This is an optimization exercise on Yosys and OpenROAD, whose aim is small area and a short achievable clock period, not a production implementation. Function was checked by simulation only, so behaviour that the tests miss may differ from the original. No activity file was given, so power comes from the tool's default toggle rates.

$ cat flow/config.mk
export PLATFORM = sky130hd
export DESIGN_NAME = instruction_queue
export DESIGN_NICKNAME = instruction_queue
export VERILOG_FILES = /design/flow/design.v
export SDC_FILE = /design/flow/constraint.sdc
export NUM_CORES = 4
export LEC_CHECK = 0
export CAP_MARGIN = 20
export CORE_MARGIN = 2
export CORE_UTILIZATION = 40
export SETUP_SLACK_MARGIN = 3.5
export SLEW_MARGIN = 20
export TNS_END_PERCENT = 0
$ cat flow/constraint.sdc
create_clock -name core_clock -period 6.0 [get_ports {clock}]
set_input_delay 1.2000 -clock core_clock [delete_from_list [all_inputs] [get_ports {clock}]]
set_output_delay 1.2000 -clock core_clock [all_outputs]
set_load 0.01 [all_outputs]
$ cat flow/design.v
package instruction_queue_pkg;
  localparam int QUEUE_DEPTH  = 32;
  localparam int WINDOW_BYTES = 16;
  localparam int FILL_BYTES   = 4;
  localparam int PTR_W  = 5;
  localparam int CNT_W  = 6;
  localparam int LEN_W  = 5;
  localparam int FCNT_W = 3;
  localparam int PERF_W = 16;
endpackage
import instruction_queue_pkg::*;
module instruction_queue_window
(
  input  logic [QUEUE_DEPTH*8-1:0]  buffer,
  input  logic [7:0]                head_hi,    
  input  logic [3:0]                head_lo,    
  input  logic [WINDOW_BYTES-1:0]   valid,      
  output logic [WINDOW_BYTES*8-1:0] window
);
  localparam int NS = WINDOW_BYTES + 3;
  logic [NS*8-1:0] s;
  always_comb begin
    s = '0;
    for (int m = 0; m < NS; m++)
      for (int a = 0; a < 8; a++)
        s[8*m +: 8] = s[8*m +: 8]
                    | ({8{head_hi[a]}} & buffer[8*((m + 4*a) % QUEUE_DEPTH) +: 8]);
    window = '0;
    for (int i = 0; i < WINDOW_BYTES; i++)
      for (int j = 0; j < 4; j++)
        window[8*(WINDOW_BYTES-1-i) +: 8] = window[8*(WINDOW_BYTES-1-i) +: 8]
                                          | ({8{head_lo[j] & valid[i]}} & s[8*(i+j) +: 8]);
  end
endmodule
module instruction_queue_add
#(parameter int W = 6)
(
  input  logic [W-1:0] a,
  input  logic [W-1:0] b,
  input  logic         ci,
  output logic [W-1:0] s,
  output logic         co
);
  logic [W:0]   c;
  logic [W-1:0] x;
  logic [W-1:0] g, t;
  always_comb begin
    for (int i = 0; i < W; i++) begin
      x[i] = a[i] ? ~b[i] : b[i];
      g[i] = a[i] & b[i];
      t[i] = a[i] | b[i];
    end
    for (int d = 1; d < W; d = d * 2)
      for (int i = W - 1; i >= d; i--) begin
        g[i] = g[i] | (t[i] & g[i-d]);
        t[i] = t[i] & t[i-d];
      end
    c[0] = ci;
    for (int i = 0; i < W; i++)
      c[i+1] = g[i] | (t[i] & ci);
    for (int i = 0; i < W; i++)
      s[i] = c[i] ? ~x[i] : x[i];
  end
  assign co = c[W];
endmodule
module instruction_queue_ge
#(parameter int W = 6, parameter int C = 0)
(
  input  logic [W-1:0] x,
  output logic         ge
);
  localparam logic [W-1:0] CV = W'(C);
  logic [W:0] t;
  always_comb begin
    t[0] = 1'b1;
    for (int b = 0; b < W; b++)
      t[b+1] = CV[b] ? (x[b] & t[b]) : (x[b] | t[b]);
  end
  assign ge = t[W];
endmodule
import instruction_queue_pkg::*;
module instruction_queue
(
  input  logic                clock,
  input  logic                reset,
  input  logic                flush,
  input  logic                fill_valid,
  output logic                fill_ready,
  input  logic [31:0]         fill_data,
  input  logic [FCNT_W-1:0]   fill_count,
  output logic [WINDOW_BYTES*8-1:0] instruction,
  output logic [CNT_W-1:0]    bytes_available,
  input  logic                consume_valid,
  input  logic [LEN_W-1:0]    consume_length,
  output logic                consume_error
);
  logic [QUEUE_DEPTH*8-1:0] mem_q;
  logic [PTR_W-1:0]  head_q;
  logic [7:0]        hhi_q;        
  logic [3:0]        hlo_q;        
  logic [CNT_W-1:0]  count_q;
  logic [QUEUE_DEPTH-1:0] vld_q;   
  logic              ready_q;
  logic              cerr_q;
  logic              fill_ok;
  logic              cons_ok;
  logic [3:0]        fc_ge;        
  logic [4:1]        fc_dec;       
  logic [3:0]        fmask;        
  logic [PTR_W-1:0]  tail;
  logic              unused_tco;
  logic [QUEUE_DEPTH-1:0] tail_dec;
  logic [3:0]        trot;         
  logic [31:0]       fill_rot;
  logic [QUEUE_DEPTH-1:0] we;
  always_comb begin
    case (fill_count)
      3'd1:    begin fc_dec = 4'b0001; fc_ge = 4'b0001; end
      3'd2:    begin fc_dec = 4'b0010; fc_ge = 4'b0011; end
      3'd3:    begin fc_dec = 4'b0100; fc_ge = 4'b0111; end
      3'd4:    begin fc_dec = 4'b1000; fc_ge = 4'b1111; end
      default: begin fc_dec = 4'b0000; fc_ge = 4'b0000; end
    endcase
  end
  assign fill_ok = fill_valid & ready_q & fc_ge[0];
  assign fmask   = {4{fill_valid & ready_q}} & fc_ge;
  logic [31:0] len_ok;             
  logic [3:0]  grp_ok;
  logic [7:0]  lo_dec;
  logic [3:0]  hi_dec;
  assign len_ok = {vld_q[30:0], 1'b0};
  always_comb begin
    for (int j = 0; j < 8; j++)
      lo_dec[j] = consume_length[2:0] == 3'(j);
    for (int g = 0; g < 4; g++)
      hi_dec[g] = consume_length[4:3] == 2'(g);
    for (int g = 0; g < 4; g++)
      grp_ok[g] = |(lo_dec & len_ok[8*g +: 8]);
  end
  assign cons_ok = consume_valid & (|(hi_dec & grp_ok));
  instruction_queue_add #(.W(PTR_W)) u_tail (
    .a (head_q), .b (count_q[PTR_W-1:0]), .ci (1'b0), .s (tail), .co (unused_tco)
  );
  always_comb begin
    for (int k = 0; k < QUEUE_DEPTH; k++)
      tail_dec[k] = tail == PTR_W'(k);
    for (int c = 0; c < 4; c++)
      trot[c] = tail[1:0] == 2'(c);
    fill_rot = '0;
    for (int r = 0; r < 4; r++)
      for (int c = 0; c < 4; c++)
        fill_rot[8*r +: 8] = fill_rot[8*r +: 8]
                           | ({8{trot[c]}} & fill_data[8*((r - c) & 3) +: 8]);
    for (int k = 0; k < QUEUE_DEPTH; k++) begin
      we[k] = 1'b0;
      for (int j = 0; j < 4; j++)
        we[k] = we[k] | (tail_dec[(k - j) & (QUEUE_DEPTH - 1)] & fmask[j]);
    end
  end
  always_ff @(posedge clock)
    for (int k = 0; k < QUEUE_DEPTH; k++)
      if (we[k]) mem_q[8*k +: 8] <= fill_rot[8*(k%4) +: 8];
  logic [PTR_W-1:0]  head_sum;
  logic              unused_hco;
  logic [PTR_W-1:0]  head_d;
  logic [7:0]        hhi_d;
  logic [3:0]        hlo_d;
  instruction_queue_add #(.W(PTR_W)) u_head (
    .a (head_q), .b (consume_length), .ci (1'b0), .s (head_sum), .co (unused_hco)
  );
  always_comb begin
    for (int a = 0; a < 8; a++)
      hhi_d[a] = head_sum[4:2] == 3'(a);
    for (int c = 0; c < 4; c++)
      hlo_d[c] = head_sum[1:0] == 2'(c);
  end
  logic [4:0]        fadd_dec;     
  logic [CNT_W-1:0]  cnt_plus [5];
  logic [CNT_W-1:0]  cnt_fill, cnt_both, count_d;
  logic              unused_cco;
  logic [3:0]        plus_ge [5];  
  logic [3:0]        fill_ge;
  logic [2:0]        len_le;       
  logic              ready_d;
  logic [QUEUE_DEPTH-1:0] vld_d;
  assign fadd_dec[0] = ~fill_ok;
  always_comb
    for (int f = 1; f <= 4; f++)
      fadd_dec[f] = fill_valid & ready_q & fc_dec[f];
  always_comb begin
    for (int f = 0; f <= 4; f++) begin
      cnt_plus[f] = count_q + CNT_W'(f);
      for (int m = 0; m < 4; m++)
        plus_ge[f][m] = (29 + m - f >= 32) ? count_q[5] : vld_q[28 + m - f];
    end
    cnt_fill = '0;
    fill_ge  = '0;
    for (int f = 0; f <= 4; f++) begin
      cnt_fill = cnt_fill | ({CNT_W{fadd_dec[f]}} & cnt_plus[f]);
      fill_ge  = fill_ge  | ({4{fadd_dec[f]}} & plus_ge[f]);
    end
  end
  instruction_queue_add #(.W(CNT_W)) u_less (
    .a (cnt_fill), .b (~{1'b0, consume_length}), .ci (1'b1),
    .s (cnt_both), .co (unused_cco)
  );
  assign count_d = cons_ok ? cnt_both : cnt_fill;
  for (genvar k = 0; k < QUEUE_DEPTH; k++) begin : g_vld
    instruction_queue_ge #(.W(CNT_W), .C(k + 1)) u_ge (.x (count_d), .ge (vld_d[k]));
  end
  assign len_le[0] = consume_length == 5'd1;
  assign len_le[1] = consume_length <= 5'd2;
  assign len_le[2] = consume_length <= 5'd3;
  assign ready_d = cons_ok ? ~((fill_ge[1] & len_le[0]) | (fill_ge[2] & len_le[1])
                               | (fill_ge[3] & len_le[2]))
                           : ~fill_ge[0];
  always_ff @(posedge clock) begin
    if (reset | flush) begin
      head_q  <= '0;
      hhi_q   <= 8'b0000_0001;
      hlo_q   <= 4'b0001;
      count_q <= '0;
      vld_q   <= '0;
      ready_q <= 1'b1;
      cerr_q  <= 1'b0;
    end else begin
      if (cons_ok) begin
        head_q <= head_sum;
        hhi_q  <= hhi_d;
        hlo_q  <= hlo_d;
      end
      count_q <= count_d;
      vld_q   <= vld_d;
      ready_q <= ready_d;
      cerr_q  <= consume_valid & ~cons_ok;
    end
  end
  instruction_queue_window u_window (
    .buffer  (mem_q),
    .head_hi (hhi_q),
    .head_lo (hlo_q),
    .valid   (vld_q[WINDOW_BYTES-1:0]),
    .window  (instruction)
  );
  assign fill_ready      = ready_q;
  assign bytes_available = count_q;
  assign consume_error   = cerr_q;
endmodule
$ cat flow/flow/run.sh
#!/bin/bash
# The standard layout (the standard.sh, standard synthesis unchanged),
# with one change: the input and output port buffers are buf_4 cells
# instead of the cell buffer_ports picks on its own.
set -euo pipefail
export BUFFER_PORTS_ARGS="-buffer_cell sky130_fd_sc_hd__buf_4"
bash standard.sh synth > log_synth.txt 2>&1
bash standard.sh finish > log_layout.txt 2>&1
test -f out/final.def
$ cat flow/standard.sh
#!/bin/bash
# synth_recipe.tcl (not shown) runs the flow's synth.tcl, then flattens the netlist and writes it again
# the make line also repeats each setting of config.mk as NAME=value (left out here)
make -C /OpenROAD-flow-scripts/flow DESIGN_CONFIG=/design/flow/config.mk WORK_HOME=/design/flow/orfs CLKGATE_MAP_FILE= SYNTH_SCRIPT=/design/flow/synth_recipe.tcl "${@:-finish}"
==> results of run 1 <==
routing by layer:
metal	share of wire (%)	vias up	GRT usage, %
met5	0.14	-	1.90
met4	8.7	4	25.2
met3	15	581	13.3
met2	42	2321	57.4
met1	34	11600	47.4
li1	-	9531	-
sequential cells by signal, indices dropped and copies added, names as in the netlist:
name	flops
mem_q	256
vld_q	31
hhi_q	8
count_q	6
head_q	5
hlo_q	4
cerr_q	1
ready_q	1
stage by stage:
step | hold WS, ps | setup slack (ps) | total power, µW
after floorplan | 491 | 2470 | 3010
after global routing | 597 | 2360 | 6040
after global placement | 534 | 1720 | 3410
after CTS | 541 | 2490 | 5870
final | 567 | 2380 | 5910
after detailed placement | 533 | 1490 | 3420
what timing repair did:
action	4_1_cts	5_1_grt
pin swaps	161	31
hold buffers	0	0
hold endpoints to repair	0	0
gates cloned	13	2
setup buffers	175	8
gates resized for setup	280	72
endpoints found under the setup margin	700	700
layout make-up:
class | count | share of cell area (%)
Antenna cell | 2 | 0.0177
Clock buffer | 42 | 3.33
Clock inverter | 22 | 1.02
Inverter | 28 | 0.371
Multi-Input combinational cell | 1578 | 45.2
Sequential cell | 312 | 31.2
Tap cell | 696 | 3.07
Timing Repair Buffer | 413 | 15.7
worst paths after layout:
kind | start | endpoint | slack, ps | depth (start not counted)
hold / removal | head_q[4] | head_q[4] | 570 | 2
hold reg to reg | head_q[4] | head_q[4] | 570 | 2
setup reg to reg | count_q[0] | mem_q[129] | 2420 | 6
setup / recovery | hhi_q[0] | instruction[127] | 2380 | 8
logic make-up after synthesis:
logic type	count (synthesis)
xor+xnor	23
compound gates	1119
simple gates	339
fa+ha+maj	32
buf+inv	251
flops	312
mux	63
cells in the final DEF, fill, tap and decap left out, types with 25 or more instances in the layout:
cell type,instances
a22oi_1,772
buf_4,297
edfxtp_1,256
nand4_1,157
a22oi_2,99
a21boi_1,61
buf_12,56
nor2_1,53
dfxtp_1,44
clkbuf_16,38
a21boi_2,34
a21boi_0,33
nand2_1,33
mux4_2,33
ha_1,29
inv_1,27
buf_6,25
where the power goes:
group          internal, µW  switching [µW]
Sequential             2420             118
Combinational           417             624
Clock                  1400             936
worst min-delay path, stage by stage (launching register included):
cell and delay, ps:
dfxtp_1 350, nor2_1 110, a211oi_1 60
==> impl_metrics.json, run 1 <==
{
  "outcome": "finished clean",
  "yosys_warnings": 38,
  "pin_count": 181,
  "io_buffers": 180,
  "critPathKind": "flop to output pin",
  "grt_usage_pct": 38.6,
  "synth_fa_ha_area_share_pct": 1.92,
  "hold_path_class": "flop to flop",
  "setup_tns_ps": 0,
  "fmax_mhz": 276,
  "clock_sinks": 312,
  "num_vias": 24000,
  "route.detailed.drc": 0,
  "regArea_um2": 8850,
  "skew_ps": 23.4,
  "synth_common_cells": "871 x a22oi_1, 256 x edfxtp_1, 198 x clkbuf_1, 157 x nand4_1, 128 x a21boi_0",
  "synth-simple-area-share_pct": 8.58,
  "path_buf_inv": 4,
  "die_w_um": 237,
  "maxCapViolCount": 0,
  "fin_nets": 2446,
  "dp_cells": 2829,
  "place_area_um2": 23500,
  "wirelength_um": 112000,
  "async_flop_share_pct": 0,
  "syn_area_per_cell_um2": 10.1,
  "crit_chain": "buf_12 > buf_4 > a22oi_2 > nand4_1 > buf_6 > a22oi_2 > a21boi_0 > buf_4",
  "min_period_ps": 3620,
  "critPathTopFamily": "buffers and inverters",
  "areaGrowthSynthToFinish_pct": 30.9,
  "ys_seq_area_share_pct": 40.7,
  "final.fill_count": 4609,
  "netlist_instances": 2139,
  "syn_nets": 2216,
  "grt_pass1_wl_um": 160000,
  "vias_per_cell": 7.77,
  "core_area_um2": 53700,
  "synth_top_area_share_pct": 35.5,
  "finalMaxSlewViolations": 0,
  "clk_pin_slew_ps": 70,
  "ys_types": 70,
  "synth_compound_gate_area_share_pct": 38.3,
  "multi_input_area_um2": 12800,
  "syn-cell-area_um2": 21700,
  "leakage_uw": 0.00915,
  "p_per_area_nw_per_um2": 209,
  "hold_viol_final": 0,
  "final.period_utilization_pct": 60.4,
  "yosys-top-cells-area": "edfxtp_1 35%, a22oi_1 30%, dfxtp_1 5.2%, nand4_1 4.5%, a21boi_0 4.4%",
  "synth.area.mux_share_pct": 4.94,
  "grt-ovfl-total": 0,
  "cts_tree": "done",
  "ys_seq_elements": 312,
  "first_pass_iters": 8,
  "final_cells": 3093,
  "critPathMaxStageDelay_ps": 540,
  "cp_max_fo": 7,
  "clockBufferDepth": 3,
  "post_drt_wl_per_cell_um": 36.2,
  "die-area_um2": 56000,
  "synth_most_common_cell": "a22oi_1",
  "final_area_um2": 28300,
  "tightest_slew_ps": 1080,
  "fin_util_pct": 52.8,
  "slew_headroom_pct": 27.8,
  "layout-drive-gt1-share_pct": 30.2,
  "synth_ff_type": "edfxtp_1",
  "cp-end-kind": "output pin",
  "synth_top_family_by_area": "compound AO/OA/AOI/OAI gates",
  "start_kind": "flop",
  "num_rows": 85,
  "cts_buffers": 36,
  "die_h_um": 237,
  "ant_nets": 0,
  "clock_latency_ps": 570,
  "drtIter0Drc": 4306,
  "synth-edff-count": 256,
  "cts-root-buf": "clkbuf_16",
  "start_util_pct": 40.3,
  "setup_viol": 0,
  "crit_arrival_ps": 2420,
  "ir_worst_vdd_mv": 0.168,
  "hpwl_um": 67600,
  "synth_xor_area_share_pct": 0.965,
  "rsz0062_at_grt": "yes",
  "cp.required_ps": 4800,
  "cts_max_level": 2,
  "gp_congestion": 0.969,
  "antenna_found_initial": 5,
  "grt_max_degree": 62,
  "critPathSlowestCell": "dfxtp_4",
  "grt_pass1_vias": 22600,
  "yosysTopAreaCell": "edfxtp_1"
}
==> inputs of run 2 (changes only) <==
--- a/flow/design.v
+++ b/flow/design.v
@@ -15,2 +15,3 @@
   input  logic [7:0]                head_hi,    
+  input  logic [7:0]                head_hi2,   
   input  logic [3:0]                head_lo,    
@@ -26,3 +27,4 @@
         s[8*m +: 8] = s[8*m +: 8]
-                    | ({8{head_hi[a]}} & buffer[8*((m + 4*a) % QUEUE_DEPTH) +: 8]);
+                    | ({8{m < NS / 2 ? head_hi[a] : head_hi2[a]}}
+                       & buffer[8*((m + 4*a) % QUEUE_DEPTH) +: 8]);
     window = '0;
@@ -99,2 +101,3 @@
   logic [7:0]        hhi_q;        
+  logic [7:0]        hhi2_q;       
   logic [3:0]        hlo_q;        
@@ -109,4 +112,3 @@
   logic [3:0]        fmask;        
-  logic [PTR_W-1:0]  tail;
-  logic              unused_tco;
+  logic [PTR_W-1:0]  tail_q;       
   logic [QUEUE_DEPTH-1:0] tail_dec;
@@ -140,10 +142,7 @@
   assign cons_ok = consume_valid & (|(hi_dec & grp_ok));
-  instruction_queue_add #(.W(PTR_W)) u_tail (
-    .a (head_q), .b (count_q[PTR_W-1:0]), .ci (1'b0), .s (tail), .co (unused_tco)
-  );
   always_comb begin
     for (int k = 0; k < QUEUE_DEPTH; k++)
-      tail_dec[k] = tail == PTR_W'(k);
+      tail_dec[k] = tail_q == PTR_W'(k);
     for (int c = 0; c < 4; c++)
-      trot[c] = tail[1:0] == 2'(c);
+      trot[c] = tail_q[1:0] == 2'(c);
     fill_rot = '0;
@@ -176,2 +175,16 @@
   end
+  logic [PTR_W-1:0] tail_plus [5];
+  logic [PTR_W-1:0] tail_d;
+  always_comb begin
+    tail_d = '0;
+    for (int f = 0; f <= 4; f++) begin
+      tail_plus[f] = tail_q + PTR_W'(f);
+      tail_d = tail_d | ({PTR_W{fadd_dec[f]}} & tail_plus[f]);
+    end
+  end
+  logic [7:0]        hhi2_d;
+  assign head_d = cons_ok ? head_sum : head_q;
+  always_comb
+    for (int a = 0; a < 8; a++)
+      hhi2_d[a] = head_d[4:2] == 3'(a);
   logic [4:0]        fadd_dec;     
@@ -220,2 +233,4 @@
       hhi_q   <= 8'b0000_0001;
+      hhi2_q  <= 8'b0000_0001;
+      tail_q  <= '0;
       hlo_q   <= 4'b0001;
@@ -231,2 +246,4 @@
       end
+      hhi2_q  <= hhi2_d;
+      tail_q  <= tail_d;
       count_q <= count_d;
@@ -240,2 +257,3 @@
     .head_hi (hhi_q),
+    .head_hi2(hhi2_q),
     .head_lo (hlo_q),
--- a/flow/config.mk
+++ b/flow/config.mk
@@ -9,4 +9,4 @@
 export CORE_MARGIN = 2
-export CORE_UTILIZATION = 40
-export SETUP_SLACK_MARGIN = 3.5
+export CORE_UTILIZATION = 60
+export SETUP_SLACK_MARGIN = 2.45
 export SLEW_MARGIN = 20
==> run 2 against run 1 <==
  * Still clean on timing, DRC and antenna
  * Design area shrank 6.4%
  * Sequential share of layout area grew 3.2 points
  * First-iteration DRC count grew 41%
  * Clock power shrank 11%
  * Register-to-register slack gained 120 ps
  * Flip-flop and latch count grew 13
  * Utilization grew 20 points
  * Combinational power shrank 12%
  * Fmax shrank 3.6%
  * Synthesized cell count grew 7.9%
  * Non-clock buffer count shrank 63
  * Critical path type unchanged
==> impl_metrics.json, run 2 <==
{
  "pin_count": 181,
  "core_area_um2": 36600,
  "wirelength_um": 105000,
  "synth_xor_area_share_pct": 0.784,
  "grt_max_degree": 62,
  "synth_most_common_cell": "a22oi_1",
  "ys_seq_elements": 325,
  "synth_top_family_by_area": "compound AO/OA/AOI/OAI gates",
  "fmax_mhz": 266,
  "p_per_area_nw_per_um2": 210,
  "yosysTopAreaCell": "edfxtp_1",
  "die_w_um": 197,
  "clk_pin_slew_ps": 70,
  "synth_compound_gate_area_share_pct": 41.6,
  "synth_common_cells": "938 x a22oi_1, 256 x edfxtp_1, 225 x clkbuf_1, 154 x nand4_1, 128 x a21boi_0",
  "vias_per_cell": 8.53,
  "final_common_cell": "a22oi_1",
  "critPathSlowestCell": "dfxtp_4",
  "setup_tns_ps": 0,
  "syn_area_per_cell_um2": 9.67,
  "synth_fa_ha_area_share_pct": 2.11,
  "rsz0062_at_grt": "yes",
  "critPathMaxStageDelay_ps": 510,
  "async_flop_share_pct": 0,
  "min_period_ps": 3760,
  "yosys-top-cells-area": "edfxtp_1 34%, a22oi_1 32%, dfxtp_1 6.2%, nand4_1 4.3%, a21boi_0 4.3%",
  "areaGrowthSynthToFinish_pct": 18.8,
  "skew_ps": 26.1,
  "final_cell_mix": "938 x a22oi_1, 291 x buf_4, 256 x edfxtp_1",
  "ir_worst_vdd_mv": 0.174,
  "yosys_warnings": 39,
  "clockBufferDepth": 3,
  "route.detailed.drc": 0,
  "path_buf_inv": 3,
  "tightest_slew_ps": 1330,
  "crit_chain": "buf_16 > a22oi_1 > nand4_1 > buf_4 > a22oi_1 > a21boi_0 > buf_4",
  "io_buffers": 180,
  "power.total_uw": 5580,
  "cp_max_fo": 56,
  "cts-root-buf": "clkbuf_16",
  "cts_buffers": 35,
  "syn-cell-area_um2": 22300,
  "grt_pass1_wl_um": 149000,
  "synth.area.mux_share_pct": 0.891,
  "first_pass_iters": 15,
  "leakage_uw": 0.00863,
  "netlist_instances": 2309,
  "synth-edff-count": 256,
  "slew_headroom_pct": 10.6,
  "synth_ff_type": "edfxtp_1",
  "fin_nets": 2531,
  "grt_pass1_vias": 22400,
  "outcome": "finished clean",
  "hold_path_class": "flop to flop",
  "gp_congestion": 1.05,
  "die_h_um": 197,
  "synth-simple-area-share_pct": 9.05,
  "synth_top_area_share_pct": 34.4,
  "grt-ovfl-total": 0,
  "antenna_found_initial": 7,
  "critPathKind": "flop to output pin",
  "num_vias": 25100,
  "ys_types": 77,
  "hpwl_um": 67900,
  "layout-drive-gt1-share_pct": 19.5,
  "start_kind": "flop",
  "post_drt_wl_per_cell_um": 35.8,
  "start_util_pct": 61.0,
  "syn_nets": 2391,
  "cts_tree": "done",
  "whs_ps": 468,
  "cts_max_level": 2,
  "maxCapViolCount": 0,
  "final.period_utilization_pct": 62.6,
  "hold_viol_final": 0,
  "critPathTopFamily": "buffers and inverters",
  "ant_nets": 0,
  "finalMaxSlewViolations": 0,
  "clock_sinks": 325,
  "grt_usage_pct": 51.8,
  "drtIter0Drc": 6082,
  "clock_latency_ps": 550,
  "ys_seq_area_share_pct": 40.6,
  "place_area_um2": 23900,
  "final_area_um2": 26500,
  "die-area_um2": 38800,
  "crit_arrival_ps": 2560,
  "reg_top3": "mem_q: 256 flops, vld_q: 31 flops",
  "cp.required_ps": 4800,
  "largest_reg_flops": 256,
  "cp-end-kind": "output pin",
  "num_rows": 70,
  "cts_hold_buffers": 0,
  "setup_viol": 0,
  "regMostFlops": "mem_q"
}
==> run 2: cell families (layout without fill, tap and decap cells) <==
kind of cell | after synthesis | after routing
adders and majority gates | 37 | 37
DFF | 325 | 325
other | 0 | 3
xor gates and xnor gates | 20 | 20
buffers and inverters | 279 | 442
AOI/OAI and AO/OA | 1258 | 1258
muxes | 15 | 15
and+or+nand+nor | 375 | 375
==> run 2: cell type report <==
class | count | area (µm²)
multi-input combinational | 1705 | 12400
fill | 2650 | 10100
sequential | 325 | 9140
timing repair buffer | 350 | 3220
clock buffer | 45 | 950
tap | 468 | 586
inverter | 32 | 120
clock inverter | 15 | 119
antenna | 3 | 7.51
==> run 2: through the flow <==
stage / setup WS (ps) / std cells / util [%]
global route: 2290 / 2940 / 72.5
detailed placement: 1050 / 2764 / 65.3
finish: 2240 / 2943 / 72.5
CTS: 2300 / 2880 / 70.7
floorplan: 2230 / 2309 / -
global placement: 1180 / 2764 / 65.3
==> run 2: worst paths after layout <==
| kind | start | to | slack (ps) | cells past startpoint |
|---|---|---|---|---|
| setup reg to reg | count_q[1] | vld_q[4] | 2540 | 15 |
| hold / removal | head_q[0] | head_q[0] | 470 | 2 |
| setup / recovery | hhi2_q[7] | instruction[0] | 2240 | 7 |
| hold reg to reg | head_q[0] | head_q[0] | 470 | 2 |
==> run 2: timing repair <==
| action | CTS | global route |
|---|---|---|
| gates resized for setup | 64 | 45 |
| setup buffers | 56 | 60 |
| endpoints found under the setup margin | 162 | 164 |
| pin swaps | 41 | 40 |
==> run 2: worst reg2reg max path: cells and delay by family, from the launching register on <==
family                   cells  cell delay [ps]
buffers and inverters        4              490
XOR/XNOR                     2              340
AO/OA/AOI/OAI                7             1450
adder cells (fa/ha/maj)      2              510
flip-flops                   1              520
==> run 2: routing by layer <==
| metal | GRT usage (%) | part of all wire [%] | up-vias |
|---|---|---|---|
| met4 | 34.4 | 10 | 8 |
| met3 | 25.8 | 19 | 768 |
| met2 | 72.8 | 39 | 2713 |
| li1 | - | - | 10000 |
| met1 | 62.2 | 32 | 11600 |
| met5 | 0.766 | 0.061 | - |
==> run 2: report_power, final <==
group	switching, µW	internal, µW	leakage, µW
Sequential	102	2480	0.00288
Clock	913	1170	0.000525
Combinational	568	348	0.00522
Total	1580	3990	0.00863
==> inputs of run 3 (changes only) <==
--- a/flow/config.mk
+++ b/flow/config.mk
@@ -9,3 +9,3 @@
 export CORE_MARGIN = 2
-export CORE_UTILIZATION = 60
+export CORE_UTILIZATION = 50
 export SETUP_SLACK_MARGIN = 2.45
==> run 3 against run 2 <==
  * Design area is 2.8% higher
  * Hold slack got worse by 0.65 ps
  * Largest cell class unchanged
  * Flip-flop and latch count stayed put
  * Still clean
  * Synthesized area stayed put
  * Sequential share of layout area shrank 0.91 points
  * Synthesized cell count stayed put
==> impl_metrics.json, run 3 <==
{
  "timing.rr.start": "count_q[1]",
  "syn_area_per_cell_um2": 9.67,
  "ys_seq_area_share_pct": 40.6,
  "route.detailed.drc": 0,
  "slew_headroom_pct": 16.5,
  "reg_top3": "mem_q: 256 flops, vld_q: 31 flops",
  "first_pass_iters": 13,
  "r2r_slack_ps": 2550,
  "die-area_um2": 46400,
  "final_cell_mix": "930 x a22oi_1, 304 x buf_4, 256 x edfxtp_1",
  "switching_share_pct": 27.8,
  "cts-root-buf": "clkbuf_16",
  "drtIter0Drc": 5296,
  "crit_arrival_ps": 2560,
  "grt_usage_pct": 45.6,
  "final_common_cell": "a22oi_1",
  "synth_common_cells": "938 x a22oi_1, 256 x edfxtp_1, 225 x clkbuf_1, 154 x nand4_1, 128 x a21boi_0",
  "die_w_um": 215,
  "yosysTopAreaCell": "edfxtp_1",
  "highest_layer": "met5",
  "synth_top_area_share_pct": 34.4,
  "pin_count": 181,
  "hpwl_um": 73900,
  "grt_max_degree": 53,
  "clk_pin_slew_ps": 60,
  "grt-ovfl-total": 0,
  "hold_depth": 2,
  "final.period_utilization_pct": 62.7,
  "met2_length_um": 45400,
  "antenna_found_initial": 5,
  "finalMaxSlewViolations": 0,
  "cts_hold_buffers": 0,
  "crit_chain": "buf_12 > a22oi_1 > nand4_1 > a22oi_1 > a21boi_0 > buf_4",
  "core_area_um2": 44100,
  "power.share.combinational_pct": 16.0,
  "min_period_ps": 3760,
  "cp-end-kind": "output pin",
  "yosys_warnings": 39,
  "final_area_um2": 27300,
  "start_util_pct": 50.6,
  "final.fill_count": 3683,
  "reg2reg_depth": 15,
  "maxCapViolCount": 0,
  "largest_reg_flops": 256,
  "cts_tree": "done",
  "clock_sinks": 325,
  "wl_met3_um": 17300,
  "timing.rr.end": "vld_q[9]",
  "gp_congestion": 1.02,
  "ir_worst_vdd_mv": 0.178,
  "setup_tns_ps": 0,
  "cp_max_fo": 38,
  "setup_viol": 0,
  "place_area_um2": 24100,
  "critPathMaxStageDelay_ps": 530,
  "hold_path_class": "flop to flop",
  "rsz0062_at_grt": "yes",
  "p_per_area_nw_per_um2": 214,
  "leakage_uw": 0.00891,
  "dp_cells": 2890,
  "io_buffers": 180,
  "intPower_uw": 4210,
  "fin_nets": 2558,
  "layout-drive-gt1-share_pct": 20.8,
  "post_drt_wl_per_cell_um": 35.7,
  "num_rows": 77,
  "synth_ff_type": "edfxtp_1",
  "p_switching_uw": 1620,
  "crit_start": "hhi_q[7]",
  "synth-edff-count": 256,
  "ant_nets": 0,
  "critPathSlowestCell": "dfxtp_4",
  "clockBufferDepth": 3,
  "fmax_mhz": 266,
  "clock_latency_ps": 560,
  "num_vias": 25200,
  "grt_pass1_vias": 22500,
  "skew_ps": 25.8,
  "netlist_instances": 2309,
  "start_kind": "flop",
  "drt-met1-wl_um": 37300,
  "regMostFlops": "mem_q",
  "outcome": "finished clean",
  "wirelength_um": 111000,
  "vias_per_cell": 8.13,
  "die_h_um": 215,
  "critPathKind": "flop to output pin",
  "seq_power_share_pct": 44.1,
  "cts_buffers": 37,
  "cpMostUsedCell": "a22oi_1",
  "yosys-top-cells-area": "edfxtp_1 34%, a22oi_1 32%, dfxtp_1 6.2%, nand4_1 4.3%, a21boi_0 4.3%",
  "holdPathEnd": "head_q[0]",
  "hold_start": "head_q[0]",
  "cp.required_ps": 4800,
  "hold_viol_final": 0,
  "ys_types": 77,
  "synth_most_common_cell": "a22oi_1",
  "cts_max_level": 2,
  "areaGrowthSynthToFinish_pct": 22.1,
  "ys_seq_elements": 325,
  "async_flop_share_pct": 0,
  "clock_power_share_pct": 39.9,
  "tightest_slew_ps": 1250,
  "syn_nets": 2391,
  "final_cells": 3100,
  "grt_pass1_wl_um": 158000,
  "syn-cell-area_um2": 22300
}
## run 3: cell count changes in the layout (fill, tap and decap cells not counted), sizes merged
cell    delta
inv        -2
buf       +23
bufbuf     +1
bufinv     +3
clkinv     +4
clkbuf     +4
## run 3: what timing repair did
| action | CTS | global route |
|---|---|---|
| hold endpoints to repair | 0 | 0 |
| pin swaps | 50 | 47 |
| setup endpoints to repair | 162 | 172 |
| gates cloned | 1 | 1 |
| setup buffers | 71 | 66 |
| gates resized for setup | 52 | 42 |
## run 3: final cells by class
class	instances	area, µm²	area share (%)
antenna	3	7.51	0.0275
clock buffer	48	1010	3.71
clock inverter	20	229	0.839
inverter	32	120	0.440
multi-input combinational	1705	12400	45.6
sequential	325	9150	33.5
tap	592	741	2.72
timing repair buffer	375	3580	13.1
## run 3: worst max-delay path by stage
stage | endpoint | slack (ps)
6_report | instruction[101] | 2240
5_1_grt | vld_q[9] | 2280
4_1_cts | instruction[40] | 2280
3_5_place_dp | vld_q[4] | 1350
3_3_place_gp | vld_q[4] | 1350
2_1_floorplan | vld_q[3] | 2230
## run 3: cell families after synthesis
family / Yosys count / share of synthesized area (%)
compound gates: 1258 / 41.6
mux: 15 / 0.891
simple gates: 375 / 9.05
xor+xnor: 20 / 0.784
flops: 325 / 40.6
fa+ha+maj: 37 / 2.11
buf+inv: 279 / 4.95
## run 3: worst max-delay path, delay by kind of cell, from the launching register on
kind / cells / cell delay, ps
AOI/OAI and AO/OA: 3 / 690
and+or+nand+nor: 1 / 270
buffers and inverters: 2 / 490
DFF: 1 / 530
## run 3: layer usage
metal | vias to the layer above | track usage [%]
met1 | 12000 | 58.1
met2 | 2496 | 67.2
met4 | 2 | 28.6
met5 | - | 0
li1 | 10100 | -
met3 | 594 | 14.6
## run 3: power by group through the flow
stage                     Clock (µW)  Combinational [µW]  Sequential [µW]
after floorplan                    0                 468             2560
final                           2330                 933             2580
after detailed placement           0                 793             2630
after global routing            2420                 968             2570
after global placement             0                 785             2630
after CTS                       2330                 856             2570
## run 3: through the flow
stage	hold WS, ps	setup slack [ps]	total power (µW)	utilization (%)
finish	468	2240	5830	61.8
global route	483	2280	5960	61.8
CTS	465	2280	5750	60.2
detailed placement	457	1350	3420	54.7
global placement	447	1350	3420	54.7
floorplan	440	2230	3030	-

## separate check: timing with driven ports
In the flow no input, the clock included, has a driving cell. The finished layouts below were timed again as built, in two steps. Step 1, drivers: a clkbuf_16 drives clock and a buf_2 each remaining input, both assumed. Step 2 adds t to the input delays and takes it off the output delays; t is the mean of the earliest and latest rising clock arrival at the registers after step 1. Input paths then give back, and output paths get back, about the clock's delay inside the block. Slacks: no drivers / after step 1 / after step 2; pairs: no drivers / after step 1.
| run | t (ns) | setup slack, ns | cell pins on the clock port's net |
|---|---|---|---|
| run 1 | 0.629 | 2.377 / 2.309 / 1.951 | 1 |
| run 2 | 0.596 | 2.243 / 2.183 / 1.784 | 1 |
| run 3 | 0.611 | 2.237 / 2.175 / 1.919 | 1 |
After both steps setup and hold are still met in every run listed. For run 2, which loses most, drivers alone change the setup slack by -0.060 ns; drivers and shift together by -0.459 ns.
